Context: an optimization exercise on an open-source flow, tuned for small area, a short achievable clock period and few clock cycles. The choices shown serve that exercise and are no tape-out recipe. In this exercise RTL edits were held to simulation tests only and were not proved equivalent to the original. No activity file was given, so power comes from the tool's default toggle rates.

## v25
Design axi_interconnect, start of the top module:
module axi_interconnect (
    input  logic                                         axi_clk,
    input  logic                                         arst_n,
    input  logic [axi_ic_pkg::N_MST*axi_ic_pkg::ID_W-1:0]   m_axi_arid,
    input  logic [axi_ic_pkg::N_MST*axi_ic_pkg::ADDR_W-1:0] m_axi_araddr,
    input  logic [axi_ic_pkg::N_MST*axi_ic_pkg::LEN_W-1:0]  m_axi_arlen,
    input  logic [axi_ic_pkg::N_MST*3-1:0]                  m_axi_arsize,
    input  logic [axi_ic_pkg::N_MST*2-1:0]                  m_axi_arburst,
    input  logic [axi_ic_pkg::N_MST-1:0]                    m_axi_arvalid,
    output logic [axi_ic_pkg::N_MST-1:0]                    m_axi_arready,
    output logic [axi_ic_pkg::N_MST*axi_ic_pkg::ID_W-1:0]   m_axi_rid,
    output logic [axi_ic_pkg::N_MST*axi_ic_pkg::DATA_W-1:0] m_axi_rdata,
    output logic [axi_ic_pkg::N_MST*2-1:0]                  m_axi_rresp,
    output logic [axi_ic_pkg::N_MST-1:0]                    m_axi_rlast,
    output logic [axi_ic_pkg::N_MST-1:0]                    m_axi_rvalid,
    input  logic [axi_ic_pkg::N_MST-1:0]                    m_axi_rready,
    output logic [axi_ic_pkg::N_SLV*axi_ic_pkg::SID_W-1:0]  s_axi_arid,
    output logic [axi_ic_pkg::N_SLV*axi_ic_pkg::ADDR_W-1:0] s_axi_araddr,
    output logic [axi_ic_pkg::N_SLV*axi_ic_pkg::LEN_W-1:0]  s_axi_arlen,
    output logic [axi_ic_pkg::N_SLV*3-1:0]                  s_axi_arsize,
    output logic [axi_ic_pkg::N_SLV*2-1:0]                  s_axi_arburst,
    output logic [axi_ic_pkg::N_SLV-1:0]                    s_axi_arvalid,
    input  logic [axi_ic_pkg::N_SLV-1:0]                    s_axi_arready,
    input  logic [axi_ic_pkg::N_SLV*axi_ic_pkg::SID_W-1:0]  s_axi_rid,
    input  logic [axi_ic_pkg::N_SLV*axi_ic_pkg::DATA_W-1:0] s_axi_rdata,
    input  logic [axi_ic_pkg::N_SLV*2-1:0]                  s_axi_rresp,
    input  logic [axi_ic_pkg::N_SLV-1:0]                    s_axi_rlast,
  ...
Settings: LEC_CHECK=0, ABC_AREA=1, CAP_MARGIN=20, CORE_AREA=40 40 160 160, DIE_AREA=0 0 200 200, SETUP_SLACK_MARGIN=1.9, SLEW_MARGIN=20; clock period 4.5 ns.
standard.sh (not shown) runs the stock make flow with config.mk's settings and CLKGATE_MAP_FILE= SYNTH_SCRIPT=/design/flow/synth_recipe.tcl, a recipe that flattens the netlist after the stock synthesis.
==> flow/flow/run.sh <==
#!/bin/bash
# The standard layout with two changes:
#  - plain buf_1 cells as the port buffers, instead of the delay buffers that
#    buffer_ports picks by default;
#  - a222oi_1 is not used: its three-high pull-up stack is slow, and the
#    one-hot multiplexers map to a22oi + nand2 instead.
set -euo pipefail
export BUFFER_PORTS_ARGS="-buffer_cell sky130_fd_sc_hd__buf_1"
cp config.mk own_config.mk
echo 'export DONT_USE_CELLS = sky130_fd_sc_hd__a222oi_1' >> own_config.mk
sed "s#DESIGN_CONFIG=[^ ]*#DESIGN_CONFIG=$PWD/own_config.mk#" standard.sh > own_standard.sh
bash own_standard.sh finish > standard.log 2>&1
Testbench counts of v25, summed over its fixed seeds: cycles 7,526.
Here is what was changed in the inputs of v58 compared with v25.
Settings: swapping 1.9 for 1.7 in SETUP_SLACK_MARGIN.
--- a/flow/flow/run.sh
+++ b/flow/flow/run.sh
@@ -2,3 +2,3 @@
 # The standard layout with two changes:
-#  - plain buf_1 cells as the port buffers, instead of the delay buffers that
+#  - plain buf_2 cells as the port buffers, instead of the delay buffers that
 #    buffer_ports picks by default;
@@ -7,3 +7,3 @@
 set -euo pipefail
-export BUFFER_PORTS_ARGS="-buffer_cell sky130_fd_sc_hd__buf_1"
+export BUFFER_PORTS_ARGS="-buffer_cell sky130_fd_sc_hd__buf_2"
 cp config.mk own_config.mk
### Flow results
Placeable core region across v25 and v58: no real change. Delta (v58 minus v25): number of buffers between clock root and the deepest sink was more or less identical; final non-filler cell total rose by 12. Comparing v25 with v58, the combinational share of power came out essentially unchanged. From v25 to v58 the numbers moved as follows: final critical-path share of the clock period rose by 1.8 points, post-layout total power rose by 2.1%, total power divided by cell area fell by 0.32%, number of multi-input logic gates stayed essentially flat. As of v58, fmax had fallen by a few percent compared to v25. v58 vs v25: final weighted congestion of routability-driven global placement down. v58: fraction of area in registers 0.34 points below v25.
For v12, these inputs were changed with respect to v58:
Settings: SETUP_SLACK_MARGIN: 1.7 -> 1.8.
--- a/flow/flow/run.sh
+++ b/flow/flow/run.sh
@@ -2,3 +2,3 @@
 # The standard layout with two changes:
-#  - plain buf_2 cells as the port buffers, instead of the delay buffers that
+#  - plain buf_1 cells as the port buffers, instead of the delay buffers that
 #    buffer_ports picks by default;
@@ -7,3 +7,3 @@
 set -euo pipefail
-export BUFFER_PORTS_ARGS="-buffer_cell sky130_fd_sc_hd__buf_2"
+export BUFFER_PORTS_ARGS="-buffer_cell sky130_fd_sc_hd__buf_1"
 cp config.mk own_config.mk
==> summary.txt <==
Looking at shortest clock period the worst path allows after layout, v12 sits 0.018 ns above v58.
When the final numbers for v12 and v58 were put side by side, the power after layout turned out to be smaller in v12.
The final reports for v12 and v58 show power in combinational cells lower in the former.
v58 reports its kind of critical path as reg -> out while v12 reports in -> out.
Sequential cell count: v12 vs v58 identical
Detailed route, v12 vs v58: via total lower for v12
Compared with v58, v12 instantiates a smaller number of cells.
For leakage power figure, dividing the value from v12 by the value from v58 gives 0.73.
What v29 does differently from v12 at the input level:
Settings: swapping 1.8 for 1.7 in SETUP_SLACK_MARGIN.
Results
v29 against v12: worst path setup slack after routing dropped 0.055 ns, relative slew slack up 1.1 points, multi-input gate share of the layout cell area higher. Against v12, power in v29 fell slightly. Diff v12 -> v29 | maximum frequency | down slightly. v12 has a higher post-detailed-routing wire length than v29. The total area of sequential cells of v12 and that of v29 are within noise of each other. Slowest cell on the critical path: a21oi_2 -> v12, buf_1 -> v29.

==> what the ideal ports hide <==
No port has a modelled driver above. Below, the same layouts with a new extraction and two added sets of constraints. Step 1, drivers: a clkbuf_16 drives axi_clk and a buf_2 each remaining input, both assumed. Step 2 adds t to the input delays and takes it off the output delays; t is the mean of the earliest and latest rising clock arrival at the registers after step 1. Input paths then give back, and output paths get back, about the clock's delay inside the block. Three values: ideal, step 1, step 2; two values: the first two.
| run | t (ns) | setup slack, ns | hold slack, ns | latest minus earliest clock arrival (ns) | pins driven straight from the clock port |
|---|---|---|---|---|---|
| v25 | 0.330 | 1.831 / 1.757 / 1.757 | 0.487 / 0.537 / 0.539 | 0.003 / 0.003 | 1 |
| v58 | 0.328 | 1.751 / 1.690 / 1.690 | 0.509 / 0.525 / 0.525 | 0.005 / 0.004 | 1 |
| v12 | 0.332 | 1.733 / 1.688 / 1.688 | 0.510 / 0.544 / 0.544 | 0.005 / 0.005 | 1 |
| v29 | 0.334 | 1.678 / 1.632 / 1.632 | 0.508 / 0.542 / 0.542 | 0.006 / 0.006 | 1 |
After both steps every run listed still meets setup and hold. For v25, which loses most, drivers alone change the setup slack by -0.074 ns; drivers and shift together by -0.074 ns.
